Background: an optimization exercise with open tools, aiming at small area. Do not read the settings as production practice. Where RTL was checked, it was by simulation tests only, not by an equivalence proof against the original. The RTL of run 2 was laid out without a check of its function.

$ cat flow/config.mk
export PLATFORM = sky130hd
export DESIGN_NAME = snake_top
export DESIGN_NICKNAME = snake_top
export VERILOG_FILES = /design/flow/design.v
export SDC_FILE = /design/flow/constraint.sdc
export NUM_CORES = 4
export LEC_CHECK = 0
export ABC_AREA = 1
export CAP_MARGIN = 0
export CORE_MARGIN = 2
export CORE_UTILIZATION = 40
export GPL_TIMING_DRIVEN = 0
export PLACE_DENSITY = 0.6
export SETUP_SLACK_MARGIN = -0.3
export SLEW_MARGIN = 0
$ cat flow/constraint.sdc
create_clock -name core_clock -period 10.0 [get_ports {clk25}]
set_input_delay 2.0000 -clock core_clock [delete_from_list [all_inputs] [get_ports {clk25}]]
set_output_delay 2.0000 -clock core_clock [all_outputs]
set_load 0.01 [all_outputs]
$ cat flow/design.v
`timescale 1ns/1ps
module key_decode (
    input  logic       clk25,
    input  logic       rst_n,
    input  logic       key_strobe,
    input  logic [7:0] key_code,
    output logic [2:0] turn,      
    output logic       restart
);
    localparam logic [1:0] DIR_UP    = 2'd0;
    localparam logic [1:0] DIR_DOWN  = 2'd1;
    localparam logic [1:0] DIR_LEFT  = 2'd2;
    localparam logic [1:0] DIR_RIGHT = 2'd3;
    logic       is_arrow;
    logic       is_restart;
    logic [1:0] key_dir;
    always_comb begin
        is_arrow = 1'b1;
        key_dir  = DIR_UP;
        case (key_code)
            8'h75:    key_dir = DIR_UP;
            8'h72:  key_dir = DIR_DOWN;
            8'h6B:  key_dir = DIR_LEFT;
            8'h74: key_dir = DIR_RIGHT;
            default:    is_arrow = 1'b0;
        endcase
    end
    assign is_restart = (key_code == 8'h29);
    always_ff @(posedge clk25 or negedge rst_n) begin
        if (!rst_n) begin
            turn    <= {1'b0, DIR_RIGHT};
            restart <= 1'b0;
        end else begin
            restart <= key_strobe && is_restart;   
            if (key_strobe && is_arrow) begin
                turn <= {1'b1, key_dir};
            end else if (key_strobe && is_restart) begin
                turn[2] <= 1'b0;
            end
        end
    end
endmodule
`timescale 1ns/1ps
module snake_execute (
    input  logic         clk25,
    input  logic         rst_n,
    input  logic         step,
    input  logic [2:0]   turn,      
    input  logic         restart,
    output logic [12:0]  head,
    output logic [5:0]   apple_x,
    output logic [5:0]   apple_y,
    output logic [3:0]   sc,        
    output logic [15:0]  lmask,     
    output logic [63:0]  uvec,      
    output logic [63:0]  vvec,
    output logic         dead
);
    localparam logic [1:0] DIR_UP    = 2'd0;
    localparam logic [1:0] DIR_DOWN  = 2'd1;
    localparam logic [1:0] DIR_LEFT  = 2'd2;
    localparam logic [1:0] DIR_RIGHT = 2'd3;
    logic [1:0]  dir;
    logic [1:0]  last_dir;
    logic [15:1] su, sv;        
    logic [15:2] lsu, lsv;      
    logic [5:0]  step_mod_x;
    logic [5:0]  step_mod_y;
    logic [6:0]  head_x;
    logic [5:0]  head_y;
    logic [12:0] head_nxt;
    logic        eat, grow, turn_ok, move;
    logic [15:0] cz;            
    assign su[1]      = ~last_dir[0];
    assign sv[1]      = last_dir[0] ^ last_dir[1];
    assign su[15:2]   = lsu;
    assign sv[15:2]   = lsv;
    function automatic logic [5:0] inc6(input logic [5:0] x);
        logic c;
        c = 1'b1;
        for (int k = 0; k < 6; k++) begin
            inc6[k] = x[k] ^ c;
            c = c & x[k];
        end
    endfunction
    always_comb begin
        case (sc)
            4'd0:    lmask = 16'h000F;
            4'd1:    lmask = 16'h001F;
            4'd2:    lmask = 16'h003F;
            4'd3:    lmask = 16'h007F;
            4'd4:    lmask = 16'h00FF;
            4'd5:    lmask = 16'h01FF;
            4'd6:    lmask = 16'h03FF;
            4'd7:    lmask = 16'h07FF;
            4'd8:    lmask = 16'h0FFF;
            4'd9:    lmask = 16'h1FFF;
            4'd10:   lmask = 16'h3FFF;
            4'd11:   lmask = 16'h7FFF;
            default: lmask = 16'hFFFF;
        endcase
    end
    function automatic integer wid(input integer i);
        wid = (i < 2) ? 1 : (i < 4) ? 2 : (i < 8) ? 3 : 4;
    endfunction
    assign uvec[3:0] = 4'd0;
    assign vvec[3:0] = 4'd0;
    assign cz[0]     = 1'b0;
    genvar g, k;
    generate
        for (g = 1; g < 16; g++) begin : chain
            localparam integer W = wid(g);
            logic [W-1:0] up, vp, ui, vi, cu, cv;
            assign up = uvec[4*(g-1) +: W];    
            assign vp = vvec[4*(g-1) +: W];
            for (k = 0; k < W; k++) begin : b
                if (g % 2 == 1) begin : dec
                    if (k == 0) begin : l
                        assign cu[k] = ~su[g];
                        assign cv[k] = ~sv[g];
                    end else begin : h
                        assign cu[k] = ~su[g] & ~(|up[k-1:0]);
                        assign cv[k] = ~sv[g] & ~(|vp[k-1:0]);
                    end
                end else begin : inc
                    if (k == 0) begin : l
                        assign cu[k] = su[g];
                        assign cv[k] = sv[g];
                    end else begin : h
                        assign cu[k] = su[g] & (&up[k-1:0]);
                        assign cv[k] = sv[g] & (&vp[k-1:0]);
                    end
                end
            end
            assign ui = up ^ cu;
            assign vi = vp ^ cv;
            if (W < 4) begin : ext
                assign uvec[4*g +: 4] = {{(4 - W){ui[W-1]}}, ui};
                assign vvec[4*g +: 4] = {{(4 - W){vi[W-1]}}, vi};
            end else begin : noext
                assign uvec[4*g +: 4] = ui;
                assign vvec[4*g +: 4] = vi;
            end
            if (g % 2 == 0) begin : z
                assign cz[g] = (ui == '0) && (vi == '0) && lmask[g];
            end else begin : nz
                assign cz[g] = 1'b0;
            end
        end
    endgenerate
    assign head_x = head[6:0];
    assign head_y = head[12:7];
    assign dead = head_x[6] || (head_y[5] && head_y[4]) || (|cz);
    logic       x_en, y_en, dn;
    logic [6:0] x_c, y_c_full;
    logic [5:0] y_c;
    assign dn   = ~dir[0];
    assign x_en = move & dir[1];
    assign y_en = move & ~dir[1];
    always_comb begin
        x_c[0] = x_en;
        for (int k = 1; k < 7; k++) x_c[k] = x_c[k-1] & (head_x[k-1] ^ dn);
        y_c[0] = y_en;
        for (int k = 1; k < 6; k++) y_c[k] = y_c[k-1] & (head_y[k-1] ^ dn);
    end
    assign head_nxt = {head_y ^ y_c, head_x ^ x_c};
    assign eat     = (head_x == {1'b0, apple_x}) && (head_y == apple_y);
    assign grow    = eat && !(sc[3] && sc[2]);         
    assign turn_ok = turn[2] && (turn[1] != last_dir[1]);
    assign move    = step && !dead;
    logic x_wrap, y_wrap;
    assign x_wrap = &step_mod_x[5:1];
    assign y_wrap = step_mod_y[5] && step_mod_y[3] && step_mod_y[2] && step_mod_y[1];
    always_ff @(posedge clk25 or negedge rst_n) begin
        if (!rst_n) begin
            head       <= {6'd0, 7'd3};
            lsu[3:2]   <= 2'b00;    
            lsv[3:2]   <= 2'b00;
            sc         <= 4'd0;
            dir        <= DIR_RIGHT;
            last_dir   <= DIR_RIGHT;
            apple_x    <= 6'(6);
            apple_y    <= 6'(0);
            step_mod_x <= '0;
            step_mod_y <= '0;
        end else if (restart) begin
            head       <= {6'd0, 7'd3};
            lsu[3:2]   <= 2'b00;
            lsv[3:2]   <= 2'b00;
            sc         <= 4'd0;
            dir        <= DIR_RIGHT;
            last_dir   <= DIR_RIGHT;
            apple_x    <= 6'(6);
            apple_y    <= 6'(0);
            step_mod_x <= '0;
            step_mod_y <= '0;
        end else begin
            if (turn_ok) begin
                dir <= turn[1:0];
            end
            if (step) begin
                step_mod_x <= x_wrap ? 6'd0 : inc6(step_mod_x);
                step_mod_y <= y_wrap ? 6'd0 : inc6(step_mod_y);
            end
            head <= head_nxt;             
            if (move) begin
                last_dir <= dir;
                lsu[3:2] <= su[2:1];
                lsv[3:2] <= sv[2:1];
                if (grow) begin
                    sc <= {sc[3] ^ (&sc[2:0]), sc[2] ^ (&sc[1:0]), sc[1] ^ sc[0], ~sc[0]};
                end
                if (eat) begin
                    apple_x <= step_mod_x;
                    apple_y <= step_mod_y;
                end
            end
        end
    end
    always_ff @(posedge clk25) begin
        if (move && !restart) begin
            lsu[15:4] <= su[14:3];
            lsv[15:4] <= sv[14:3];
        end
    end
endmodule
`timescale 1ns/1ps
module pixel_front (
    input  logic [19:0]  pix,      
    input  logic [12:0]  head,
    output logic         on_board,
    output logic [5:0]   cx,
    output logic [5:0]   cy,
    output logic         fit,      
    output logic         z0,       
    output logic         par,      
    output logic [4:0]   hu,
    output logic [4:0]   hv,
    output logic [4:1]   fu,       
    output logic [4:1]   fv
);
    logic [9:0]  px;
    logic [9:0]  py;
    logic [6:0]  dx;
    logic [5:0]  dy;
    logic [5:0]  du, dv;
    assign px = pix[19:10];
    assign py = pix[9:0];
    always_comb begin
        cx = 6'(px / 10'(10));
        cy = 6'(py / 10'(10));
    end
    assign on_board = !(px[9] && (px[8] || px[7]))
                   && !(py[9] || (&py[8:5]));
    function automatic logic [6:0] radd(input logic [6:0] a, input logic [6:0] b, input logic ci);
        logic c;
        c = ci;
        for (int k = 0; k < 7; k++) begin
            radd[k] = a[k] ^ b[k] ^ c;
            c = (a[k] & b[k]) | (c & (a[k] ^ b[k]));
        end
    endfunction
    logic [6:0] dy7, du7, dv7;
    assign dx  = radd({1'b0, cx}, ~head[6:0], 1'b1);
    assign dy7 = radd({1'b0, cy}, {1'b1, ~head[12:7]}, 1'b1);
    assign dy  = dy7[5:0];
    assign fit = (dx[6:4] == 3'b000 || dx[6:4] == 3'b111)
              && (dy[5:4] == 2'b00  || dy[5:4] == 2'b11);
    assign du7 = radd({2'b00, dx[4], dx[4:0]}, {2'b00, dy[4], dy[4:0]}, 1'b0);
    assign dv7 = radd({2'b00, dx[4], dx[4:0]}, {2'b11, ~dy[4], ~dy[4:0]}, 1'b1);
    assign du  = du7[5:0];
    assign dv  = dv7[5:0];
    assign hu  = du[5:1];
    assign hv  = dv[5:1];
    assign par = du[0];
    assign z0  = (dx == '0) && (dy == '0);
    genvar w;
    generate
        for (w = 1; w <= 4; w++) begin : fits
            assign fu[w] = (hu[4:w-1] == '0) || (hu[4:w-1] == '1);
            assign fv[w] = (hv[4:w-1] == '0) || (hv[4:w-1] == '1);
        end
    endgenerate
endmodule
module pixel_result (
    input  logic         clk25,
    input  logic         rst_n,
    input  logic [19:0]  pix,      
    input  logic [12:0]  head,
    input  logic [5:0]   apple_x,
    input  logic [5:0]   apple_y,
    input  logic [15:0]  lmask,    
    input  logic [63:0]  uvec,
    input  logic [63:0]  vvec,
    output logic [1:0]   q         
);
    logic        on_board;
    logic [5:0]  cx, cy;
    logic        fit, z0, par;
    logic [4:0]  hu, hv;
    logic [4:1]  fu, fv;
    logic [15:0] m;
    logic        hit_snake, hit_apple;
    pixel_front i_front (
        .pix       (pix),
        .head      (head),
        .on_board  (on_board),
        .cx        (cx),
        .cy        (cy),
        .fit       (fit),
        .z0        (z0),
        .par       (par),
        .hu        (hu),
        .hv        (hv),
        .fu        (fu),
        .fv        (fv)
    );
    function automatic integer wid(input integer i);
        wid = (i < 2) ? 1 : (i < 4) ? 2 : (i < 8) ? 3 : 4;
    endfunction
    assign m[0] = z0;
    genvar g;
    generate
        for (g = 1; g < 16; g++) begin : cmp
            localparam integer W = wid(g);
            assign m[g] = (par == 1'(g % 2)) && fu[W] && fv[W]
                       && (hu[W-1:0] == uvec[4*g +: W])
                       && (hv[W-1:0] == vvec[4*g +: W])
                       && lmask[g];
        end
    endgenerate
    assign hit_snake = fit && (|m);
    assign hit_apple = (cx == apple_x) && (cy == apple_y);
    always_ff @(posedge clk25 or negedge rst_n) begin
        if (!rst_n) begin
            q <= 2'b00;
        end else begin
            q[1] <= on_board && !hit_snake;
            q[0] <= on_board && (hit_snake || !hit_apple);
        end
    end
endmodule
`timescale 1ns/1ps
module snake_top (
    input  logic        clk25,
    input  logic        rst_n,
    input  logic        key_strobe,
    input  logic [7:0]  key_code,
    input  logic        step,
    input  logic [19:0] pix,
    output logic [11:0] rgb,
    output logic [12:0] head,
    output logic [12:0] apple,
    output logic [6:0]  score,
    output logic        dead
);
    logic [2:0]  turn;
    logic        restart;
    logic [5:0]  apple_x, apple_y;
    logic [3:0]  sc;
    logic [15:0] lmask;
    logic [63:0] uvec, vvec;
    logic [1:0]  q;
    key_decode i_key_decode (
        .clk25      (clk25),
        .rst_n      (rst_n),
        .key_strobe (key_strobe),
        .key_code   (key_code),
        .turn       (turn),
        .restart    (restart)
    );
    snake_execute i_snake_execute (
        .clk25   (clk25),
        .rst_n   (rst_n),
        .step    (step),
        .turn    (turn),
        .restart (restart),
        .head    (head),
        .apple_x (apple_x),
        .apple_y (apple_y),
        .sc      (sc),
        .lmask   (lmask),
        .uvec    (uvec),
        .vvec    (vvec),
        .dead    (dead)
    );
    pixel_result i_pixel_result (
        .clk25   (clk25),
        .rst_n   (rst_n),
        .pix     (pix),
        .head    (head),
        .apple_x (apple_x),
        .apple_y (apple_y),
        .lmask   (lmask),
        .uvec    (uvec),
        .vvec    (vvec),
        .q       (q)
    );
    assign apple = {apple_y, 1'b0, apple_x};
    assign score = {3'b000, sc};
    assign rgb   = {{4{q[1] & q[0]}}, {4{q[1]}}, {4{q[0]}}};
endmodule
$ cat flow/flow/run.sh
#!/bin/bash
# ORFS layout through standard.sh, with these changes to how it is made:
#  - synthesis: ABC maps the pixel path (pix -> rgb registers) for delay and
#    everything else for area (abc_pix.script, abc_area.script, ABC_AREA 1);
#  - port buffers are buf_1 cells;
#  - CTS inserts no dummy loads and uses clkbuf_4/clkbuf_8 buffers.
set -uo pipefail
rm -rf scripts_mod
cp -r "$FLOW_HOME/scripts" scripts_mod
cp flow/abc_area.script flow/abc_pix.script scripts_mod/
python3 flow/patch_synth.py scripts_mod/synth.tcl > patch.log 2>&1 || exit 1
export SCRIPTS_DIR=$PWD/scripts_mod
export BUFFER_PORTS_ARGS="-buffer_cell sky130_fd_sc_hd__buf_1"
export CTS_ARGS="-sink_clustering_enable -repair_clock_nets -dont_use_dummy_load -buf_list {sky130_fd_sc_hd__clkbuf_4 sky130_fd_sc_hd__clkbuf_8} -root_buf sky130_fd_sc_hd__clkbuf_8 -sink_clustering_size 80 -sink_clustering_max_diameter 400"
bash standard.sh > standard.log 2>&1
$ cat flow/flow/abc_area.script
strash
dch
amap
topo
stime -c
$ cat flow/flow/abc_pix.script
strash
dch
map -D 2000
topo
$ cat flow/flow/patch_synth.py
# Patch a copy of ORFS's synth.tcl: map the logic in the pixel input's cone
# (pix -> rgb registers) with a delay-driven ABC script first, then the rest
# with the area script.
import sys
p = sys.argv[1]
s = open(p).read()
old = "  log_cmd abc {*}$abc_args\n"
new = '''  set a_pix [lreplace $abc_args 1 1 $::env(SCRIPTS_DIR)/abc_pix.script]
  select -set pixl w:pix %co* t:sky130_fd_sc_hd__* %d
  log_cmd abc {*}$a_pix @pixl
  select -clear
  log_cmd abc {*}$abc_args
'''
assert s.count(old) == 1
open(p, 'w').write(s.replace(old, new))
$ cat flow/standard.sh
#!/bin/bash
# synth_recipe.tcl (not shown) runs the flow's synth.tcl, then flattens the netlist and writes it again
# the make line also repeats each setting of config.mk as NAME=value (left out here)
make -C /OpenROAD-flow-scripts/flow DESIGN_CONFIG=/design/flow/config.mk WORK_HOME=/design/flow/orfs CLKGATE_MAP_FILE= SYNTH_SCRIPT=/design/flow/synth_recipe.tcl "${@:-finish}"
==> results of run 1 <==
flip-flops by register name, summed over array words and instances, names as in the netlist:
signal,count
i_snake_execute.step_mod_x,6
i_snake_execute.lsv,14
i_key_decode.restart,1
i_key_decode.turn,3
i_snake_execute.dir,2
i_snake_execute.head,13
i_pixel_result.q,2
i_snake_execute.sc,4
i_snake_execute.lsu,14
i_snake_execute.step_mod_y,6
i_snake_execute.last_dir,2
i_snake_execute.apple_x,6
i_snake_execute.apple_y,6
kinds of logic after synthesis:
logic type      Yosys count
xor+xnor                 48
compound gates          265
fa+ha+maj                67
other cells               1
simple gates            388
flops                    79
buf+inv                 239
layer usage:
layer | track usage [%] | part of all wire [%]
met1 | 28.2 | 46
met2 | 36.1 | 47
met3 | 4.67 | 5.7
met4 | 5.11 | 1.8
met5 | 0 | 0
cells in the mapped netlist, drive strengths merged (24+ instances only):
cell type,n
xor2,27
a21oi,58
nand4,32
nand2,126
nand3,55
nor2,117
clkinv,226
edfxtp,24
ha,48
o22ai,42
o21ai,64
dfrtp,45
worst paths after layout:
check	start	end	slack, ns
hold reg to reg	i_snake_execute.lsv[5]	i_snake_execute.lsv[6]	0.48
min in group asynchronous	rst_n	i_snake_execute.step_mod_x[3]	1.60
setup reg to reg	i_snake_execute.last_dir[0]	i_snake_execute.head[6]	0.58
hold / removal	i_snake_execute.lsv[5]	i_snake_execute.lsv[6]	0.48
max in group asynchronous	rst_n	i_key_decode.turn[0]	7.68
setup / recovery	pix[7]	i_pixel_result.q[0]	0.29
area by class of cell:
cell class                      instances  area, µm²
Fill cell                            2048      10600
Multi-Input combinational cell        772       4990
Sequential cell                        79       2110
Inverter                              226        856
Timing Repair Buffer                   85        398
Tap cell                              265        332
Clock buffer                            9        124
Buffer                                 13       97.6
what timing repair did:
action                     4_1_cts  5_1_grt
pin swaps                        2        4
buffers inserted                 4        9
hold buffers                     0        0
gates resized for setup         10       25
setup endpoints to repair        2        7
==> impl_table.tex, run 1 <==
\begin{tabular}{lr}
\hline
Metric & Value \\
\hline
\multicolumn{2}{l}{\textbf{Outcome}} \\
Status & no timing/DRC/antenna violations \\
\multicolumn{2}{l}{\textbf{Timing}} \\
Setup repair after global routing missed its margin & true \\
Number of hold-slack violations in the final timing report & 0 \\
Setup TNS Final & 0 ns \\
Final setup viols & 0 \\
Transition time at the pin with the least slew margin & 0.920 ns \\
Tmin final & 9.71 ns \\
Worst Clk Skew & 0.0407 ns \\
Share of the cycle needed by the critical path after routing & 97.1\% \\
Least setup slack across all paths after layout & 0.288 ns \\
Remaining max-slew budget at the tightest pin & 38.7\% \\
Highest Clock Rate & 103 MHz \\
Final Max Tran Viols & 0 \\
Worst hold margin & 0.482 ns \\
\multicolumn{2}{l}{\textbf{Route}} \\
Post-Route WL & 22.1 mm \\
Count of unresolved DRC violations after routing & 0 \\
Number of DRC violations after detailed-routing iteration 0 & 506 \\
Routed len/inst & 15.2 µm \\
Overall via count from detail\_route & 7744 \\
Antenna-violating nets left & 0 \\
Length of the first detailed-routing pass in iterations & 5 \\
Number of vias per cell & 5.34 \\
\multicolumn{2}{l}{\textbf{Clocking}} \\
CTS sink count & 79 \\
Worst-Skew Late Latency & 0.40 ns \\
CTS buffer count & 9 \\
H-Tree Depth & 3 \\
Max Buffers Root-to-Sink & 2 \\
Clock-pin slew reported for the worst setup and hold paths after clock tree synthesis & 0.08 ns \\
Root cell of the clock tree & sky130\_fd\_sc\_hd\_\_clkbuf\_8 \\
CTS tree & yes \\
\multicolumn{2}{l}{\textbf{Yosys}} \\
Share of synthesized area spent on multiplexers & 0\% \\
Area share of fa/ha/maj cells after synthesis & 12.4\% \\
Unique masters post-synth & 50 \\
Dominant combinational cell family by area after synthesis & simple AND/OR/NAND/NOR gates \\
Post-synth EDFFs & 24 \\
Cell type with the highest aggregate area in the netlist & sky130\_fd\_sc\_hd\_\_dfrtp\_1 \\
Parity-gate share of the synthesized area counting xor and xnor cells & 5.52\% \\
Top cells by area, synth & sky130\_fd\_sc\_hd\_\_dfrtp\_1 (14\%), sky130\_fd\_sc\_hd\_\_clkinv\_1 (11\%), sky130\_fd\_sc\_hd\_\_edfxtp\_1 (9.1\%) \\
Synth Area in Simple Gates & 22.0\% \\
Syn Std Cell Area & 7930 µm² \\
Top cell type's share of synthesized area & 14.2\% \\
Gate Count Post-Synth & 1087 \\
Complex-gate fraction of the synthesized area & 21.6\% \\
Sequential share of the synthesized area & 26.6\% \\
Post-synthesis register bit count & 79 \\
Mapped Avg Cell Area & 7.29 µm² \\
Yosys warning count & 4 \\
Synth async-reset ratio & 69.6\% \\
Flip-flop cell with the highest count after synthesis & sky130\_fd\_sc\_hd\_\_dfrtp\_1 \\
\multicolumn{2}{l}{\textbf{Placed design}} \\
Total of buffers placed on input and output ports & 71 \\
Area after detailed placement & 8570 µm² \\
Dpl hpwl & 17.3 mm \\
Placed Cells & 1427 \\
Gpl congestion & 0.882 \\
Post-placement worst setup slack & -1.69 ns \\
\multicolumn{2}{l}{\textbf{Critical path}} \\
Slowest cell on crit path & sky130\_fd\_sc\_hd\_\_fa\_1 \\
Most common cell on crit path & sky130\_fd\_sc\_hd\_\_nand2\_1 \\
Top fanout value on the critical path & 6 \\
Delay-heaviest family, CP & simple AND/OR/NAND/NOR gates \\
Launching element type of the critical path & input port \\
Required time of the worst setup path & 10.21 ns \\
Data arrival time at the worst-slack endpoint & 9.92 ns \\
Path type of the worst setup path & input port to flip-flop \\
Number of stages on the worst setup path & 47 \\
Number of buffer and inverter instances along the worst setup path & 8 \\
Critical Path End Type & flip-flop \\
Worst path max stage delay & 0.57 ns \\
Worst reg2reg path depth & 45 \\
\multicolumn{2}{l}{\textbf{Job}} \\
Number of max-cap violations & 0 \\
\multicolumn{2}{l}{\textbf{Floorplanning}} \\
Core region area & 19500 µm² \\
Floorplan die area & 21000 µm² \\
Initial Utilization & 40.7\% \\
Number of core rows & 51 \\
Chip Height & 145 µm \\
Die width & 145 µm \\
IO Pins & 78 \\
\multicolumn{2}{l}{\textbf{GRT}} \\
GRT Overall Usage & 21.5\% \\
Maximum number of pins on one net before global-route repair & 31 \\
Number of antenna violations at the first check in global routing & 0 \\
Global-route wire length before repair & 35.2 mm \\
Via count of the first global-routing pass & 7126 \\
Total congestion overflow after global routing & 0 \\
\multicolumn{2}{l}{\textbf{Final layout}} \\
Final Util & 45.8\% \\
Layout overhead on the synthesized area & 12.3\% \\
Final design area excluding fillers & 8900 µm² \\
Share of final-layout standard cells stronger than drive strength 1 & 6.67\% \\
Number of diodes added for antenna fixing & 0 \\
Post-layout net count & 1285 \\
Commonest non-fill, non-tap cell in the layout & sky130\_fd\_sc\_hd\_\_clkinv\_1 \\
Non-Filler Instances & 1449 \\
Highest-count cells in the layout ignoring fill and taps & sky130\_fd\_sc\_hd\_\_clkinv\_1 (224), sky130\_fd\_sc\_hd\_\_nand2\_1 (125), sky130\_fd\_sc\_hd\_\_nor2\_1 (115) \\
\multicolumn{2}{l}{\textbf{Worst hold path}} \\
Hold path depth & 0 \\
Worst hold path type & flip-flop to flip-flop \\
\hline
\end{tabular}
==> inputs of run 2 (changes only) <==
--- a/flow/design.v
+++ b/flow/design.v
@@ -29,10 +29,10 @@
     always_ff @(posedge clk25 or negedge rst_n) begin
         if (!rst_n) begin
-            turn    <= {1'b0, DIR_RIGHT};
+            turn[2] <= 1'b0;
             restart <= 1'b0;
         end else begin
             restart <= key_strobe && is_restart;   
             if (key_strobe && is_arrow) begin
-                turn <= {1'b1, key_dir};
+                turn[2] <= 1'b1;
             end else if (key_strobe && is_restart) begin
                 turn[2] <= 1'b0;
@@ -40,4 +40,9 @@
         end
     end
+    always_ff @(posedge clk25) begin
+        if (key_strobe && is_arrow) begin
+            turn[1:0] <= key_dir;
+        end
+    end
 endmodule
 `timescale 1ns/1ps
@@ -165,5 +170,5 @@
     end
     assign head_nxt = {head_y ^ y_c, head_x ^ x_c};
-    assign eat     = (head_x == {1'b0, apple_x}) && (head_y == apple_y);
+    assign eat     = (head_x[5:0] == apple_x) && (head_y == apple_y);
     assign grow    = eat && !(sc[3] && sc[2]);         
     assign turn_ok = turn[2] && (turn[1] != last_dir[1]);
@@ -253,22 +258,10 @@
     assign on_board = !(px[9] && (px[8] || px[7]))
                    && !(py[9] || (&py[8:5]));
-    function automatic logic [6:0] radd(input logic [6:0] a, input logic [6:0] b, input logic ci);
-        logic c;
-        c = ci;
-        for (int k = 0; k < 7; k++) begin
-            radd[k] = a[k] ^ b[k] ^ c;
-            c = (a[k] & b[k]) | (c & (a[k] ^ b[k]));
-        end
-    endfunction
-    logic [6:0] dy7, du7, dv7;
-    assign dx  = radd({1'b0, cx}, ~head[6:0], 1'b1);
-    assign dy7 = radd({1'b0, cy}, {1'b1, ~head[12:7]}, 1'b1);
-    assign dy  = dy7[5:0];
+    assign dx  = {1'b0, cx} - head[6:0];
+    assign dy  = cy - head[12:7];
     assign fit = (dx[6:4] == 3'b000 || dx[6:4] == 3'b111)
               && (dy[5:4] == 2'b00  || dy[5:4] == 2'b11);
-    assign du7 = radd({2'b00, dx[4], dx[4:0]}, {2'b00, dy[4], dy[4:0]}, 1'b0);
-    assign dv7 = radd({2'b00, dx[4], dx[4:0]}, {2'b11, ~dy[4], ~dy[4:0]}, 1'b1);
-    assign du  = du7[5:0];
-    assign dv  = dv7[5:0];
+    assign du  = {dx[4], dx[4:0]} + {dy[4], dy[4:0]};
+    assign dv  = {dx[4], dx[4:0]} - {dy[4], dy[4:0]};
     assign hu  = du[5:1];
     assign hv  = dv[5:1];
--- a/flow/flow/run.sh
+++ b/flow/flow/run.sh
@@ -12,4 +12,4 @@
 export SCRIPTS_DIR=$PWD/scripts_mod
 export BUFFER_PORTS_ARGS="-buffer_cell sky130_fd_sc_hd__buf_1"
-export CTS_ARGS="-sink_clustering_enable -repair_clock_nets -dont_use_dummy_load -buf_list {sky130_fd_sc_hd__clkbuf_4 sky130_fd_sc_hd__clkbuf_8} -root_buf sky130_fd_sc_hd__clkbuf_8 -sink_clustering_size 80 -sink_clustering_max_diameter 400"
+export CTS_ARGS="-sink_clustering_enable -repair_clock_nets -dont_use_dummy_load -buf_list {sky130_fd_sc_hd__clkbuf_4 sky130_fd_sc_hd__clkbuf_8} -root_buf sky130_fd_sc_hd__clkbuf_8"
 bash standard.sh > standard.log 2>&1
--- a/flow/config.mk
+++ b/flow/config.mk
@@ -12,4 +12,3 @@
 export GPL_TIMING_DRIVEN = 0
 export PLACE_DENSITY = 0.6
-export SETUP_SLACK_MARGIN = -0.3
 export SLEW_MARGIN = 0
==> run 2 against run 1 <==
- highest routed layer unchanged
- worst setup slack better by 0.047 ns
- critical path type is now flip-flop to output pin
- count of clock-buffer cells in the layout unchanged
- routed wire length is 4.9% higher
- critical path depth shrank 15
==> impl_table.tex, run 2 <==
\begin{tabular}{lr}
\hline
Metric & Value \\
\hline
\multicolumn{2}{l}{\textbf{Outcome}} \\
Status & no timing/DRC/antenna violations \\
\multicolumn{2}{l}{\textbf{Yosys}} \\
Flip-flop cell with the highest count after synthesis & sky130\_fd\_sc\_hd\_\_dfrtp\_1 \\
Top post-synthesis cells by count & sky130\_fd\_sc\_hd\_\_clkinv\_1 (206), sky130\_fd\_sc\_hd\_\_nand2\_1 (140), sky130\_fd\_sc\_hd\_\_nor2\_1 (92), sky130\_fd\_sc\_hd\_\_a21oi\_1 (79), sky130\_fd\_sc\_hd\_\_o21ai\_0 (66) \\
Post-synthesis register bit count & 79 \\
Syn Std Cell Area & 8170 µm² \\
Synth async-reset ratio & 67.1\% \\
Sequential share of the synthesized area & 25.9\% \\
Gate Count Post-Synth & 1116 \\
Yosys warning count & 4 \\
Unique masters post-synth & 57 \\
Top cell type's share of synthesized area & 13.8\% \\
Most used standard cell by instance count after synthesis & sky130\_fd\_sc\_hd\_\_clkinv\_1 \\
Cell type with the highest aggregate area in the netlist & sky130\_fd\_sc\_hd\_\_dfrtp\_1 \\
Post-synth EDFFs & 26 \\
Mapped Avg Cell Area & 7.32 µm² \\
Top cells by area, synth & sky130\_fd\_sc\_hd\_\_dfrtp\_1 (14\%), sky130\_fd\_sc\_hd\_\_ha\_1 (10\%), sky130\_fd\_sc\_hd\_\_edfxtp\_1 (9.6\%) \\
\multicolumn{2}{l}{\textbf{Timing}} \\
Number of hold-slack violations in the final timing report & 0 \\
Transition time at the pin with the least slew margin & 0.912 ns \\
Final Max Tran Viols & 0 \\
Final setup viols & 0 \\
Worst Clk Skew & 0.0365 ns \\
Worst hold margin & 0.481 ns \\
Remaining max-slew budget at the tightest pin & 38.8\% \\
Highest Clock Rate & 103 MHz \\
Share of the cycle needed by the critical path after routing & 96.7\% \\
Tmin final & 9.67 ns \\
Least setup slack across all paths after layout & 0.335 ns \\
Setup TNS Final & 0 ns \\
\multicolumn{2}{l}{\textbf{Route}} \\
Overall via count from detail\_route & 8085 \\
Length of the first detailed-routing pass in iterations & 7 \\
Antenna-violating nets left & 0 \\
Post-Route WL & 23.2 mm \\
Number of vias per cell & 5.43 \\
Count of unresolved DRC violations after routing & 0 \\
Number of DRC violations after detailed-routing iteration 0 & 418 \\
Routed len/inst & 15.6 µm \\
\multicolumn{2}{l}{\textbf{Floorplanning}} \\
IO Pins & 78 \\
Core region area & 20200 µm² \\
Initial Utilization & 40.5\% \\
Chip Height & 147 µm \\
Die width & 147 µm \\
Floorplan die area & 21600 µm² \\
Number of core rows & 52 \\
\multicolumn{2}{l}{\textbf{Placed design}} \\
Post-placement worst setup slack & -1.34 ns \\
Total of buffers placed on input and output ports & 71 \\
Dpl hpwl & 17.8 mm \\
Area after detailed placement & 8890 µm² \\
Gpl congestion & 0.848 \\
\multicolumn{2}{l}{\textbf{Critical path}} \\
Path type of the worst setup path & flip-flop to output pin \\
Worst path max stage delay & 0.57 ns \\
Most common cell on crit path & sky130\_fd\_sc\_hd\_\_clkinv\_1 \\
Top fanout value on the critical path & 5 \\
Data arrival time at the worst-slack endpoint & 7.67 ns \\
Launching element type of the critical path & flip-flop \\
Critical Path End Type & output pin \\
Required time of the worst setup path & 8.00 ns \\
Slowest cell on crit path & sky130\_fd\_sc\_hd\_\_dfstp\_2 \\
Worst reg2reg path depth & 44 \\
\multicolumn{2}{l}{\textbf{Final layout}} \\
Number of diodes added for antenna fixing & 0 \\
Top flop regs & i\_snake\_execute.lsu (14), i\_snake\_execute.lsv (14), i\_snake\_execute.head (13) \\
Share of final-layout standard cells stronger than drive strength 1 & 8.78\% \\
Highest-count cells in the layout ignoring fill and taps & sky130\_fd\_sc\_hd\_\_clkinv\_1 (203), sky130\_fd\_sc\_hd\_\_nand2\_1 (137), sky130\_fd\_sc\_hd\_\_nor2\_1 (86) \\
Layout overhead on the synthesized area & 14.1\% \\
Commonest non-fill, non-tap cell in the layout & sky130\_fd\_sc\_hd\_\_clkinv\_1 \\
Final design area excluding fillers & 9330 µm² \\
Post-layout net count & 1324 \\
\multicolumn{2}{l}{\textbf{GRT}} \\
Number of antenna violations at the first check in global routing & 0 \\
Global-route wire length before repair & 37.5 mm \\
Total congestion overflow after global routing & 0 \\
GRT Overall Usage & 21.3\% \\
Via count of the first global-routing pass & 7670 \\
Maximum number of pins on one net before global-route repair & 30 \\
\multicolumn{2}{l}{\textbf{Clocking}} \\
Clock-pin slew reported for the worst setup and hold paths after clock tree synthesis & 0.11 ns \\
Max Buffers Root-to-Sink & 2 \\
CTS tree & yes \\
CTS sink count & 79 \\
CTS buffer count & 9 \\
Post-CTS Hold Buffers & 0 \\
H-Tree Depth & 3 \\
Worst-Skew Late Latency & 0.39 ns \\
Root cell of the clock tree & sky130\_fd\_sc\_hd\_\_clkbuf\_8 \\
\multicolumn{2}{l}{\textbf{Worst hold path}} \\
Hold path depth & 0 \\
Worst hold path type & flip-flop to flip-flop \\
\multicolumn{2}{l}{\textbf{Job}} \\
Number of max-cap violations & 0 \\
\hline
\end{tabular}
## run 2: cell count changes after synthesis, moves of 13 or more
cell,previous run,this run
sky130_fd_sc_hd__a21oi_1,58,79
sky130_fd_sc_hd__clkinv_1,226,206
sky130_fd_sc_hd__fa_1,19,6
sky130_fd_sc_hd__ha_1,48,65
sky130_fd_sc_hd__nand2_1,126,140
sky130_fd_sc_hd__nor2_1,117,92
## run 2: path summary, 6_finish.rpt
| check | startpoint | endpoint | slack (ns) |
|---|---|---|---|
| setup / recovery | i_snake_execute.last_dir[0] | dead | 0.33 |
| hold reg to reg | i_snake_execute.lsv[5] | i_snake_execute.lsv[6] | 0.48 |
| min in group asynchronous | rst_n | i_snake_execute.step_mod_x[5] | 1.62 |
| hold / removal | i_snake_execute.lsv[5] | i_snake_execute.lsv[6] | 0.48 |
| setup reg to reg | i_snake_execute.last_dir[0] | i_snake_execute.head[12] | 0.84 |
| max in group asynchronous | rst_n | i_snake_execute.apple_x[2] | 7.71 |
## run 2: logic make-up (layout without fill, tap and decap cells)
group	Yosys count	in the layout	share of synthesized area (%)
simple gates	375	375	20.6
compound gates	301	301	23.6
buf+inv	219	319	10.7
flops	79	79	25.9
fa+ha+maj	71	71	11.4
xor+xnor	69	69	7.61
other cells	1	4	0.0459
mux	1	1	0.123
## run 2: timing repair
action | in CTS | in global routing
buffers inserted | 0 | 14
pin swaps | 0 | 8
setup endpoints to repair | 3 | 7
resized for setup | 13 | 45
## run 2: per-layer routing
layer / up-vias / part of all wire, % / GRT usage, %
li1: 4158 / - / -
met1: 3735 / 47 / 29.7
met2: 171 / 47 / 34.9
met3: 21 / 4.7 / 3.23
met4: 0 / 1.1 / 5.24
met5: - / 0 / 0
## run 2: area by class of cell
class | count | area, µm²
buffer | 13 | 97.6
inverter | 206 | 783
multi-input combinational | 821 | 5400
tap | 270 | 338
timing repair buffer | 91 | 465
fill | 2081 | 10800
clock buffer | 9 | 124
sequential | 79 | 2120
## run 2: critical path: cells and delay by family (launching register included)
kind | cells | cell delay (ns)
adder cells (fa/ha/maj) | 12 | 3.91
buffers and inverters | 13 | 1.50
AND/OR/NAND/NOR | 4 | 0.71
AO/OA/AOI/OAI | 3 | 0.58
flip-flops | 1 | 0.57
## run 2: stage by stage
| step | cells | util [%] |
|---|---|---|
| floorplan | 1119 | - |
| global placement | 1460 | 43.6 |
| detailed placement | 1466 | 44.1 |
| CTS | 1475 | 44.9 |
| global route | 1489 | 46.2 |
| finish | 1489 | 46.2 |
==> inputs of run 3 (changes only) <==
--- a/flow/design.v
+++ b/flow/design.v
@@ -224,5 +224,5 @@
     end
     always_ff @(posedge clk25) begin
-        if (move && !restart) begin
+        if (move) begin
             lsu[15:4] <= su[14:3];
             lsv[15:4] <= sv[14:3];
@@ -258,10 +258,22 @@
     assign on_board = !(px[9] && (px[8] || px[7]))
                    && !(py[9] || (&py[8:5]));
-    assign dx  = {1'b0, cx} - head[6:0];
-    assign dy  = cy - head[12:7];
+    function automatic logic [6:0] radd(input logic [6:0] a, input logic [6:0] b, input logic ci);
+        logic c;
+        c = ci;
+        for (int k = 0; k < 7; k++) begin
+            radd[k] = a[k] ^ b[k] ^ c;
+            c = (a[k] & b[k]) | (c & (a[k] ^ b[k]));
+        end
+    endfunction
+    logic [6:0] dy7, du7, dv7;
+    assign dx  = radd({1'b0, cx}, ~head[6:0], 1'b1);
+    assign dy7 = radd({1'b0, cy}, {1'b1, ~head[12:7]}, 1'b1);
+    assign dy  = dy7[5:0];
     assign fit = (dx[6:4] == 3'b000 || dx[6:4] == 3'b111)
               && (dy[5:4] == 2'b00  || dy[5:4] == 2'b11);
-    assign du  = {dx[4], dx[4:0]} + {dy[4], dy[4:0]};
-    assign dv  = {dx[4], dx[4:0]} - {dy[4], dy[4:0]};
+    assign du7 = radd({2'b00, dx[4], dx[4:0]}, {2'b00, dy[4], dy[4:0]}, 1'b0);
+    assign dv7 = radd({2'b00, dx[4], dx[4:0]}, {2'b11, ~dy[4], ~dy[4:0]}, 1'b1);
+    assign du  = du7[5:0];
+    assign dv  = dv7[5:0];
     assign hu  = du[5:1];
     assign hv  = dv[5:1];
--- a/flow/flow/run.sh
+++ b/flow/flow/run.sh
@@ -4,5 +4,7 @@
 #    everything else for area (abc_pix.script, abc_area.script, ABC_AREA 1);
 #  - port buffers are buf_1 cells;
-#  - CTS inserts no dummy loads and uses clkbuf_4/clkbuf_8 buffers.
+#  - CTS inserts no dummy loads and uses clkbuf_4/clkbuf_8 buffers;
+#  - half-adder cells are added to the platform's don't-use list, so ABC
+#    maps those sums and carries with the logic around them.
 set -uo pipefail
 rm -rf scripts_mod
@@ -13,3 +15,5 @@
 export BUFFER_PORTS_ARGS="-buffer_cell sky130_fd_sc_hd__buf_1"
 export CTS_ARGS="-sink_clustering_enable -repair_clock_nets -dont_use_dummy_load -buf_list {sky130_fd_sc_hd__clkbuf_4 sky130_fd_sc_hd__clkbuf_8} -root_buf sky130_fd_sc_hd__clkbuf_8"
-bash standard.sh > standard.log 2>&1
+DU=$(sed -n '/DONT_USE_CELLS/,/^$/p' "$FLOW_HOME/platforms/$FLOW_PLATFORM/config.mk" | tr -d '\\' | sed 's/export DONT_USE_CELLS += //' | tr -s ' \n' ' ')
+echo "DONT_USE_CELLS=$DU" > dont_use.log
+bash standard.sh "DONT_USE_CELLS=$DU sky130_fd_sc_hd__ha_1 sky130_fd_sc_hd__ha_2 sky130_fd_sc_hd__ha_4" finish > standard.log 2>&1
--- a/flow/config.mk
+++ b/flow/config.mk
@@ -12,3 +12,4 @@
 export GPL_TIMING_DRIVEN = 0
 export PLACE_DENSITY = 0.6
+export SETUP_SLACK_MARGIN = 0
 export SLEW_MARGIN = 0
==> run 3 against run 2 <==
- sequential share of layout area up 2.0 points
- sequential cell count unchanged
- hold slack worse by 0.0036 ns
- register-to-register slack better by 0.19 ns
==> impl_table.tex, run 3 <==
\begin{tabular}{lr}
\hline
Metric & Value \\
\hline
\multicolumn{2}{l}{\textbf{Outcome}} \\
Status & no timing/DRC/antenna violations \\
\multicolumn{2}{l}{\textbf{Clocking}} \\
Max Buffers Root-to-Sink & 2 \\
Worst-Skew Late Latency & 0.38 ns \\
CTS sink count & 79 \\
CTS buffer count & 9 \\
H-Tree Depth & 3 \\
Clock-pin slew reported for the worst setup and hold paths after clock tree synthesis & 0.08 ns \\
Post-CTS Hold Buffers & 0 \\
Root cell of the clock tree & sky130\_fd\_sc\_hd\_\_clkbuf\_8 \\
CTS tree & yes \\
\multicolumn{2}{l}{\textbf{Timing}} \\
Remaining max-slew budget at the tightest pin & 23.4\% \\
Final setup viols & 0 \\
Tmin final & 9.24 ns \\
Transition time at the pin with the least slew margin & 1.15 ns \\
Final Max Tran Viols & 0 \\
Worst Clk Skew & 0.0457 ns \\
Number of hold-slack violations in the final timing report & 0 \\
Worst hold margin & 0.478 ns \\
Share of the cycle needed by the critical path after routing & 92.4\% \\
Highest Clock Rate & 108 MHz \\
\multicolumn{2}{l}{\textbf{Yosys}} \\
Flip-flop cell with the highest count after synthesis & sky130\_fd\_sc\_hd\_\_dfrtp\_1 \\
Top cells by area, synth & sky130\_fd\_sc\_hd\_\_dfrtp\_1 (15\%), sky130\_fd\_sc\_hd\_\_edfxtp\_1 (10\%), sky130\_fd\_sc\_hd\_\_clkinv\_1 (9.0\%) \\
Sequential share of the synthesized area & 27.7\% \\
Gate Count Post-Synth & 1049 \\
Top cell type's share of synthesized area & 14.8\% \\
Post-synthesis register bit count & 79 \\
Yosys warning count & 4 \\
Cell type with the highest aggregate area in the netlist & sky130\_fd\_sc\_hd\_\_dfrtp\_1 \\
Mapped Avg Cell Area & 7.28 µm² \\
Syn Std Cell Area & 7630 µm² \\
Synth async-reset ratio & 67.1\% \\
Post-synth EDFFs & 26 \\
Most used standard cell by instance count after synthesis & sky130\_fd\_sc\_hd\_\_clkinv\_1 \\
Unique masters post-synth & 61 \\
Top post-synthesis cells by count & sky130\_fd\_sc\_hd\_\_clkinv\_1 (184), sky130\_fd\_sc\_hd\_\_nand2\_1 (113), sky130\_fd\_sc\_hd\_\_nor2\_1 (106), sky130\_fd\_sc\_hd\_\_o21ai\_0 (71), sky130\_fd\_sc\_hd\_\_a21oi\_1 (68) \\
\multicolumn{2}{l}{\textbf{Route}} \\
Antenna-violating nets left & 0 \\
Number of vias per cell & 5.62 \\
Number of DRC violations after detailed-routing iteration 0 & 477 \\
Length of the first detailed-routing pass in iterations & 5 \\
Routed len/inst & 15.6 µm \\
Overall via count from detail\_route & 7750 \\
Count of unresolved DRC violations after routing & 0 \\
Post-Route WL & 21.5 mm \\
\multicolumn{2}{l}{\textbf{Placed design}} \\
Area after detailed placement & 8240 µm² \\
Total of buffers placed on input and output ports & 71 \\
Gpl congestion & 0.874 \\
Dpl hpwl & 16.6 mm \\
\multicolumn{2}{l}{\textbf{Job}} \\
Number of max-cap violations & 0 \\
\multicolumn{2}{l}{\textbf{Critical path}} \\
Slowest cell on crit path & sky130\_fd\_sc\_hd\_\_dfstp\_2 \\
Path type of the worst setup path & flip-flop to output pin \\
Required time of the worst setup path & 8.00 ns \\
Most common cell on crit path & sky130\_fd\_sc\_hd\_\_clkinv\_1 \\
Top fanout value on the critical path & 7 \\
Critical Path End Type & output pin \\
Worst path max stage delay & 0.60 ns \\
Launching element type of the critical path & flip-flop \\
Data arrival time at the worst-slack endpoint & 7.24 ns \\
\multicolumn{2}{l}{\textbf{Floorplanning}} \\
Floorplan die area & 20200 µm² \\
Core region area & 18700 µm² \\
Initial Utilization & 40.8\% \\
Chip Height & 142 µm \\
IO Pins & 78 \\
Number of core rows & 50 \\
Die width & 142 µm \\
\multicolumn{2}{l}{\textbf{GRT}} \\
Number of antenna violations at the first check in global routing & 0 \\
GRT Overall Usage & 21.6\% \\
Total congestion overflow after global routing & 0 \\
Global-route wire length before repair & 35.0 mm \\
Maximum number of pins on one net before global-route repair & 33 \\
Via count of the first global-routing pass & 7138 \\
\multicolumn{2}{l}{\textbf{Final layout}} \\
Top flop regs & i\_snake\_execute.lsu (14), i\_snake\_execute.lsv (14), i\_snake\_execute.head (13) \\
Share of final-layout standard cells stronger than drive strength 1 & 8.47\% \\
Final design area excluding fillers & 8580 µm² \\
Highest-count cells in the layout ignoring fill and taps & sky130\_fd\_sc\_hd\_\_clkinv\_1 (182), sky130\_fd\_sc\_hd\_\_nand2\_1 (113), sky130\_fd\_sc\_hd\_\_nor2\_1 (103) \\
Number of diodes added for antenna fixing & 0 \\
Commonest non-fill, non-tap cell in the layout & sky130\_fd\_sc\_hd\_\_clkinv\_1 \\
Post-layout net count & 1198 \\
Layout overhead on the synthesized area & 12.4\% \\
\multicolumn{2}{l}{\textbf{Worst hold path}} \\
Worst hold path type & flip-flop to flip-flop \\
\hline
\end{tabular}
run 3: changes by cell type in the layout (fill, tap and decap cells not counted), moves of 10 or more:
cell and change:
sky130_fd_sc_hd__ha_1 -64, sky130_fd_sc_hd__nand2_1 -24, sky130_fd_sc_hd__clkinv_1 -21, sky130_fd_sc_hd__nor2_1 +17, sky130_fd_sc_hd__xor2_1 -15, sky130_fd_sc_hd__a21oi_1 -12
sky130_fd_sc_hd__fa_1 +11, sky130_fd_sc_hd__o21ai_1 +11, sky130_fd_sc_hd__xnor2_1 -11, sky130_fd_sc_hd__o21a_1 +10
run 3: layout make-up:
cell class | count | area [µm²]
Buffer | 13 | 97.6
Clock buffer | 9 | 124
Fill cell | 1907 | 10100
Inverter | 184 | 698
Multi-Input combinational cell | 776 | 4870
Sequential cell | 79 | 2120
Tap cell | 234 | 293
Timing Repair Buffer | 84 | 385
run 3: cells by family after synthesis:
family / count (synthesis) / share of synthesized area (%)
flip-flops: 79 / 27.7
buffers and inverters: 197 / 10.3
AO/OA/AOI/OAI: 320 / 27.5
adder cells (fa/ha/maj): 19 / 4.98
XOR/XNOR: 44 / 5.74
other: 1 / 0.0491
AND/OR/NAND/NOR: 388 / 23.5
multiplexers: 1 / 0.131
run 3: worst paths after layout:
path,slack [ns],start,to,cells after the start
min in group asynchronous,1.61,rst_n,i_snake_execute.head[11],1
min reg2reg,0.48,i_snake_execute.lsu[6],i_snake_execute.lsu[7],0
max reg2reg,1.03,i_snake_execute.last_dir[0],i_snake_execute.head[5],43
max,0.76,i_snake_execute.last_dir[0],dead,31
min,0.48,i_snake_execute.lsu[6],i_snake_execute.lsu[7],0
max in group asynchronous,7.73,rst_n,i_snake_execute.apple_x[1],2
run 3: critical path: cells and delay by family (launching register included):
| family | cells | cell delay (ns) |
|---|---|---|
| AOI/OAI and AO/OA | 14 | 3.37 |
| adders and majority gates | 1 | 0.49 |
| buffers and inverters | 11 | 1.64 |
| DFF | 1 | 0.60 |
| and+or+nand+nor | 5 | 0.78 |
run 3: what timing repair did:
item,in CTS,in global routing
resized for setup,4,48
cloned,0,0
pin swaps,0,3
endpoints found under the setup margin,4,27
buffers inserted,0,11
run 3: per-stage QoR:
step           worst slack [ns]  utilization (%)  setup TNS [ns]  instances
2_1_floorplan             0.383                -               0       1052
3_5_place_dp             -0.330             44.1           -1.00       1359
5_1_grt                 -0.0193             45.9         -0.0258       1379
3_3_place_gp              -1.98             43.9          -35.00       1357
4_1_cts                 0.00131             44.8               0       1368
6_report                  0.758             45.9               0       1379
run 3: per-layer routing:
layer | global-route usage [%] | routed length, µm | vias up
met2 | 35.1 | 9750 | 191
met1 | 29.8 | 10500 | 3549
met5 | 0 | 0 | -
li1 | - | - | 3979
met3 | 3.03 | 902 | 31
met4 | 6.63 | 419 | 0
==> inputs of run 4 (changes only) <==
--- a/flow/config.mk
+++ b/flow/config.mk
@@ -12,4 +12,4 @@
 export GPL_TIMING_DRIVEN = 0
 export PLACE_DENSITY = 0.6
-export SETUP_SLACK_MARGIN = 0
+export SETUP_SLACK_MARGIN = -0.25
 export SLEW_MARGIN = 0
==> run 4 against run 3 <==
- still clean on timing, DRC and antenna
- critical path depth stayed put
- fmax is 2.1% lower
- clock skew is 0.00096 ns higher
- routed wire length is 0.27% lower
- register-to-register slack worse by 0.18 ns
- worst setup slack worse by 0.20 ns
- hold slack better by 0.00064 ns
- critical path type unchanged
- critical endpoint unchanged
- largest cell class unchanged
- highest routed layer unchanged
==> impl_table.tex, run 4 <==
\begin{tabular}{lr}
\hline
Metric & Value \\
\hline
\multicolumn{2}{l}{\textbf{Final layout}} \\
Share of final-layout standard cells stronger than drive strength 1 & 6.68\% \\
Area of the multi-input gates & 4810 µm² \\
Filler cell count & 1919 \\
Number of diodes added for antenna fixing & 0 \\
Commonest non-fill, non-tap cell in the layout & sky130\_fd\_sc\_hd\_\_clkinv\_1 \\
Highest-count cells in the layout ignoring fill and taps & sky130\_fd\_sc\_hd\_\_clkinv\_1 (182), sky130\_fd\_sc\_hd\_\_nand2\_1 (113), sky130\_fd\_sc\_hd\_\_nor2\_1 (106) \\
Post-layout net count & 1191 \\
Top flop regs & i\_snake\_execute.lsu (14), i\_snake\_execute.lsv (14), i\_snake\_execute.head (13) \\
Area occupied by registers & 2120 µm² \\
Layout overhead on the synthesized area & 11.0\% \\
\multicolumn{2}{l}{\textbf{Floorplanning}} \\
IO Pins & 78 \\
Chip Height & 142 µm \\
Die width & 142 µm \\
Number of core rows & 50 \\
Floorplan die area & 20200 µm² \\
Initial Utilization & 40.8\% \\
Core region area & 18700 µm² \\
\multicolumn{2}{l}{\textbf{Outcome}} \\
Status & no timing/DRC/antenna violations \\
\multicolumn{2}{l}{\textbf{GRT}} \\
Via count of the first global-routing pass & 7131 \\
Global-route wire length before repair & 35.0 mm \\
Total congestion overflow after global routing & 0 \\
GRT Overall Usage & 21.5\% \\
Maximum number of pins on one net before global-route repair & 33 \\
Number of antenna violations at the first check in global routing & 0 \\
\multicolumn{2}{l}{\textbf{Yosys}} \\
Unique masters post-synth & 61 \\
Complex-gate fraction of the synthesized area & 27.5\% \\
Post-synthesis register bit count & 79 \\
Yosys warning count & 4 \\
Gate Count Post-Synth & 1049 \\
Synth async-reset ratio & 67.1\% \\
Cell type with the highest aggregate area in the netlist & sky130\_fd\_sc\_hd\_\_dfrtp\_1 \\
Most used standard cell by instance count after synthesis & sky130\_fd\_sc\_hd\_\_clkinv\_1 \\
Dominant combinational cell family by area after synthesis & compound AO/OA/AOI/OAI gates \\
Top cells by area, synth & sky130\_fd\_sc\_hd\_\_dfrtp\_1 (15\%), sky130\_fd\_sc\_hd\_\_edfxtp\_1 (10\%), sky130\_fd\_sc\_hd\_\_clkinv\_1 (9.0\%) \\
Sequential share of the synthesized area & 27.7\% \\
Top cell type's share of synthesized area & 14.8\% \\
Post-synth EDFFs & 26 \\
Mapped Avg Cell Area & 7.28 µm² \\
Parity-gate share of the synthesized area counting xor and xnor cells & 5.74\% \\
Top post-synthesis cells by count & sky130\_fd\_sc\_hd\_\_clkinv\_1 (184), sky130\_fd\_sc\_hd\_\_nand2\_1 (113), sky130\_fd\_sc\_hd\_\_nor2\_1 (106), sky130\_fd\_sc\_hd\_\_o21ai\_0 (71), sky130\_fd\_sc\_hd\_\_a21oi\_1 (68) \\
Area share of fa/ha/maj cells after synthesis & 4.98\% \\
Flip-flop cell with the highest count after synthesis & sky130\_fd\_sc\_hd\_\_dfrtp\_1 \\
Share of synthesized area spent on multiplexers & 0.131\% \\
Syn Std Cell Area & 7630 µm² \\
Synth Area in Simple Gates & 23.5\% \\
\multicolumn{2}{l}{\textbf{Clocking}} \\
Post-CTS Hold Buffers & 0 \\
H-Tree Depth & 3 \\
CTS buffer count & 9 \\
Worst-Skew Late Latency & 0.38 ns \\
Root cell of the clock tree & sky130\_fd\_sc\_hd\_\_clkbuf\_8 \\
CTS sink count & 79 \\
Max Buffers Root-to-Sink & 2 \\
Clock-pin slew reported for the worst setup and hold paths after clock tree synthesis & 0.08 ns \\
CTS tree & yes \\
\multicolumn{2}{l}{\textbf{Timing}} \\
Transition time at the pin with the least slew margin & 1.16 ns \\
Least setup slack across all paths after layout & 0.560 ns \\
Worst Clk Skew & 0.0467 ns \\
Highest Clock Rate & 106 MHz \\
Remaining max-slew budget at the tightest pin & 22.6\% \\
Final setup viols & 0 \\
Share of the cycle needed by the critical path after routing & 94.4\% \\
Number of hold-slack violations in the final timing report & 0 \\
Final Max Tran Viols & 0 \\
Tmin final & 9.44 ns \\
\multicolumn{2}{l}{\textbf{Worst hold path}} \\
Hold path start & i\_snake\_execute.lsu[6] \\
Worst hold path type & flip-flop to flip-flop \\
\multicolumn{2}{l}{\textbf{Critical path}} \\
Critical Path End Type & output pin \\
Path type of the worst setup path & flip-flop to output pin \\
Source of the critical timing path & i\_snake\_execute.last\_dir[0] \\
Launching element type of the critical path & flip-flop \\
Slowest cell on crit path & sky130\_fd\_sc\_hd\_\_dfstp\_2 \\
Required time of the worst setup path & 8.00 ns \\
Most common cell on crit path & sky130\_fd\_sc\_hd\_\_clkinv\_1 \\
Worst path max stage delay & 0.61 ns \\
Top fanout value on the critical path & 7 \\
Data arrival time at the worst-slack endpoint & 7.44 ns \\
Startpoint of the lowest-slack register-to-register path & i\_snake\_execute.last\_dir[0] \\
\multicolumn{2}{l}{\textbf{Placed design}} \\
Post-placement worst setup slack & -0.330 ns \\
Dpl hpwl & 16.6 mm \\
Total of buffers placed on input and output ports & 71 \\
Gpl congestion & 0.874 \\
\multicolumn{2}{l}{\textbf{Job}} \\
Number of max-cap violations & 0 \\
\multicolumn{2}{l}{\textbf{Route}} \\
Number of DRC violations after detailed-routing iteration 0 & 468 \\
Overall via count from detail\_route & 7746 \\
Post-Route WL & 21.5 mm \\
Antenna-violating nets left & 0 \\
Length of the first detailed-routing pass in iterations & 5 \\
Routed len/inst & 15.6 µm \\
Count of unresolved DRC violations after routing & 0 \\
Number of vias per cell & 5.65 \\
\hline
\end{tabular}
run 4: cells by family (layout without fill, tap and decap cells):
group                      count (synthesis)  after routing
and+or+nand+nor                          388            388
muxes                                      1              1
AOI/OAI and AO/OA                        320            320
buffers and inverters                    197            283
adders and majority gates                 19             19
xor gates and xnor gates                  44             44
DFF                                       79             79
other                                      1              4
run 4: worst max-delay path, delay by kind of cell, from the launching register on:
kind | cells | cell delay (ns)
DFF | 1 | 0.61
and+or+nand+nor | 6 | 0.82
AOI/OAI and AO/OA | 14 | 3.65
adders and majority gates | 1 | 0.49
buffers and inverters | 10 | 1.53
run 4: through the flow:
step           instance area [µm²]  setup TNS, ns  cells  util (%)  hold slack [ns]
6_report                      8470              0   1372      45.3            0.478
5_1_grt                       8470         -0.906   1372      45.3            0.491
4_1_cts                       8370         -0.545   1368      44.8            0.478
3_5_place_dp                  8240          -1.00   1359      44.1            0.461
3_3_place_gp                  8200         -35.00   1357      43.9            0.453
2_1_floorplan                 7640              0   1052         -            0.444
run 4: worst paths after layout:
kind / to / slack [ns] / cells past startpoint
setup / recovery: dead / 0.56 / 31
hold / removal: i_snake_execute.lsu[7] / 0.48 / 0
setup reg to reg: i_snake_execute.head[5] / 0.85 / 43
hold reg to reg: i_snake_execute.lsu[7] / 0.48 / 0
max in group asynchronous: i_snake_execute.apple_x[1] / 7.72 / 2
min in group asynchronous: i_snake_execute.head[11] / 1.61 / 1
run 4: layer usage:
| metal | vias up | global-route usage [%] | routed length (µm) |
|---|---|---|---|
| li1 | 3974 | - | - |
| met5 | - | 0 | 0 |
| met4 | 0 | 6.53 | 448 |
| met2 | 204 | 35.1 | 9690 |
| met3 | 32 | 3.03 | 958 |
| met1 | 3536 | 29.8 | 10400 |
run 4: repair_timing:
item                                    4_1_cts  5_1_grt
pin swaps                                     0        1
gates resized for setup                       1       34
buffers inserted                              0        4
endpoints found under the setup margin        1       29
run 4: area by class of cell:
cell class / count / area share (%)
inverters: 184 / 8.24
flip-flops and latches: 79 / 25.0
repair buffers: 77 / 3.93
plain buffers: 13 / 1.15
well taps: 234 / 3.45
clock buffers: 9 / 1.46
multi-input cells: 776 / 56.8
==> inputs of run 5 (changes only) <==
==> flow/flow/abc_pix.script (replaced) <==
strash
dch
map -D 2400
topo
--- a/flow/config.mk
+++ b/flow/config.mk
@@ -12,4 +12,4 @@
 export GPL_TIMING_DRIVEN = 0
 export PLACE_DENSITY = 0.6
-export SETUP_SLACK_MARGIN = -0.25
+export SETUP_SLACK_MARGIN = -0.15
 export SLEW_MARGIN = 0
==> run 5 against run 4 <==
- sequential share of layout area up 0.49 points
- hold slack worse by 0.00059 ns
- worst setup slack better by 0.021 ns
- cell count down 1.6%
- first-iteration DRC count down 5.6%
- critical path type unchanged
==> impl_table.tex, run 5 <==
\begin{tabular}{lr}
\hline
Metric & Value \\
\hline
\multicolumn{2}{l}{\textbf{Clocking}} \\
Max Buffers Root-to-Sink & 2 \\
Post-CTS Hold Buffers & 0 \\
CTS buffer count & 9 \\
CTS sink count & 79 \\
Clock-pin slew reported for the worst setup and hold paths after clock tree synthesis & 0.06 ns \\
CTS tree & yes \\
\multicolumn{2}{l}{\textbf{Final layout}} \\
Non-Filler Instances & 1350 \\
Commonest non-fill, non-tap cell in the layout & sky130\_fd\_sc\_hd\_\_clkinv\_1 \\
Post-layout net count & 1173 \\
Final design area excluding fillers & 8310 µm² \\
Top flop regs & i\_snake\_execute.lsu (14), i\_snake\_execute.lsv (14), i\_snake\_execute.head (13) \\
Filler cell count & 1884 \\
\multicolumn{2}{l}{\textbf{Timing}} \\
Tmin final & 9.42 ns \\
Transition time at the pin with the least slew margin & 1.18 ns \\
Final setup viols & 0 \\
Worst Clk Skew & 0.0382 ns \\
Remaining max-slew budget at the tightest pin & 21.2\% \\
\multicolumn{2}{l}{\textbf{GRT}} \\
Via count of the first global-routing pass & 6846 \\
Total congestion overflow after global routing & 0 \\
Maximum number of pins on one net before global-route repair & 32 \\
Global-route wire length before repair & 34.4 mm \\
\multicolumn{2}{l}{\textbf{Route}} \\
Antenna-violating nets left & 0 \\
Number of vias per cell & 5.67 \\
Routed len/inst & 15.8 µm \\
\multicolumn{2}{l}{\textbf{Outcome}} \\
Status & no timing/DRC/antenna violations \\
\multicolumn{2}{l}{\textbf{Placed design}} \\
Total of buffers placed on input and output ports & 71 \\
Placed Cells & 1333 \\
Dpl hpwl & 16.1 mm \\
Area after detailed placement & 8010 µm² \\
Gpl congestion & 0.827 \\
\multicolumn{2}{l}{\textbf{Floorplanning}} \\
Die width & 140 µm \\
Number of core rows & 49 \\
Floorplan die area & 19700 µm² \\
\multicolumn{2}{l}{\textbf{Critical path}} \\
Delay-heaviest family, CP & compound AO/OA/AOI/OAI gates \\
Slowest cell on crit path & sky130\_fd\_sc\_hd\_\_dfstp\_2 \\
Most common cell on crit path & sky130\_fd\_sc\_hd\_\_clkinv\_1 \\
Data arrival time at the worst-slack endpoint & 7.42 ns \\
Required time of the worst setup path & 8.00 ns \\
\multicolumn{2}{l}{\textbf{Yosys}} \\
Gate Count Post-Synth & 1029 \\
Cell type with the highest aggregate area in the netlist & sky130\_fd\_sc\_hd\_\_dfrtp\_1 \\
Yosys warning count & 4 \\
Flip-flop cell with the highest count after synthesis & sky130\_fd\_sc\_hd\_\_dfrtp\_1 \\
Mapped Avg Cell Area & 7.21 µm² \\
Syn Std Cell Area & 7420 µm² \\
Sequential share of the synthesized area & 28.5\% \\
Synth async-reset ratio & 67.1\% \\
Top post-synthesis cells by count & sky130\_fd\_sc\_hd\_\_clkinv\_1 (187), sky130\_fd\_sc\_hd\_\_nand2\_1 (124), sky130\_fd\_sc\_hd\_\_nor2\_1 (106), sky130\_fd\_sc\_hd\_\_a21oi\_1 (67), sky130\_fd\_sc\_hd\_\_o21ai\_0 (66) \\
Post-synthesis register bit count & 79 \\
\hline
\end{tabular}
[run 5: cell count changes after synthesis, moves of 2 or more]
| cell | delta |
|---|---|
| sky130_fd_sc_hd__o21ai_0 | -5 |
| sky130_fd_sc_hd__nand3_1 | -9 |
| sky130_fd_sc_hd__nand2_1 | +11 |
| sky130_fd_sc_hd__nand4_1 | -3 |
| sky130_fd_sc_hd__xnor3_4 | -2 |
| sky130_fd_sc_hd__a21boi_0 | -2 |
| sky130_fd_sc_hd__xor2_1 | -2 |
| sky130_fd_sc_hd__clkinv_1 | +3 |
| sky130_fd_sc_hd__xnor2_1 | +2 |
| sky130_fd_sc_hd__and2_2 | -3 |
| sky130_fd_sc_hd__a31oi_1 | +2 |
| sky130_fd_sc_hd__a21o_2 | -3 |
[run 5: path summary, 6_finish.rpt]
kind	startpoint	to	cells after the start
max	i_snake_execute.last_dir[0]	dead	34
min	i_snake_execute.lsu[4]	i_snake_execute.lsu[5]	0
max reg2reg	i_snake_execute.last_dir[0]	i_snake_execute.head[12]	46
min reg2reg	i_snake_execute.lsu[4]	i_snake_execute.lsu[5]	0
max in group asynchronous	rst_n	i_snake_execute.apple_x[1]	2
min in group asynchronous	rst_n	i_snake_execute.head[11]	1
[run 5: final cells by class]
cell class	instances	area, µm²	area share [%]
Antenna cell	1	2.50	0.0301
Inverter	187	709	8.53
Clock buffer	9	124	1.49
Sequential cell	79	2120	25.5
Timing Repair Buffer	78	333	4.00
Multi-Input combinational cell	754	4640	55.9
Tap cell	229	287	3.45
Buffer	13	97.6	1.17
[run 5: per-stage QoR]
stage               TNS [ns]  utilization (%)  worst slack, ns  hold WS [ns]
floorplan                  0                -            0.383         0.444
global placement      -42.96             44.2            -2.22         0.457
detailed placement     -2.64             44.3           -0.709         0.461
CTS                   -0.117             45.1           -0.117         0.484
global route          -0.529             45.9           -0.156         0.493
finish                     0             46.0            0.581         0.478
[run 5: per-layer routing]
| layer | wire length [µm] | global-route usage (%) |
|---|---|---|
| met5 | 0 | 0 |
| met4 | 285 | 4.57 |
| met3 | 949 | 3.45 |
| met2 | 10100 | 36.3 |
| met1 | 9940 | 29.6 |
[run 5: repair_timing]
action	in CTS	in global routing
pin swaps	0	2
cloned	1	0
setup buffers	1	5
setup endpoints to repair	5	26
gates resized for setup	3	43
[run 5: worst reg2reg max path: cells and delay by family, from the launching register on]
kind	cells	cell delay [ns]
DFF	1	0.60
AOI/OAI and AO/OA	20	4.48
adders and majority gates	1	0.49
and+or+nand+nor	10	1.61
buffers and inverters	15	1.84
[run 5: cell families after synthesis]
kind of cell | Yosys count | share of synthesized area (%)
muxes | 1 | 0.135
adders and majority gates | 19 | 5.13
buffers and inverters | 200 | 10.8
DFF | 79 | 28.5
xor gates and xnor gates | 42 | 5.19
other | 1 | 0.0505
AOI/OAI and AO/OA | 304 | 26.7
and+or+nand+nor | 383 | 23.5

==> port drivers added, routing unchanged <==
No port has a modelled driver above. Below, the same layouts with a new extraction and two added sets of constraints. Step 1, drivers: a clkbuf_16 drives clk25 and a buf_2 each remaining input, both assumed. Step 2 adds t to the input delays and takes it off the output delays; t is the mean of the earliest and latest rising clock arrival at the registers after step 1. Input paths then give back, and output paths get back, about the clock's delay inside the block. Three values: ideal ports, drivers, drivers and shift; two values: the first two.
run	shift t [ns]	setup slack, ns	cell pins on the clock port's net
run 1	0.420	0.288 / 0.284 / -0.114	1
run 2	0.411	0.335 / 0.294 / 0.152	1
run 3	0.400	0.758 / 0.721 / 0.438	1
run 4	0.397	0.560 / 0.524 / 0.314	1
run 5	0.413	0.581 / 0.546 / 0.181	1
With both steps, setup timing fails in run 1, where it was met with ideal ports. For run 1, which loses most, drivers alone change the setup slack by -0.004 ns; drivers and shift together by -0.402 ns.
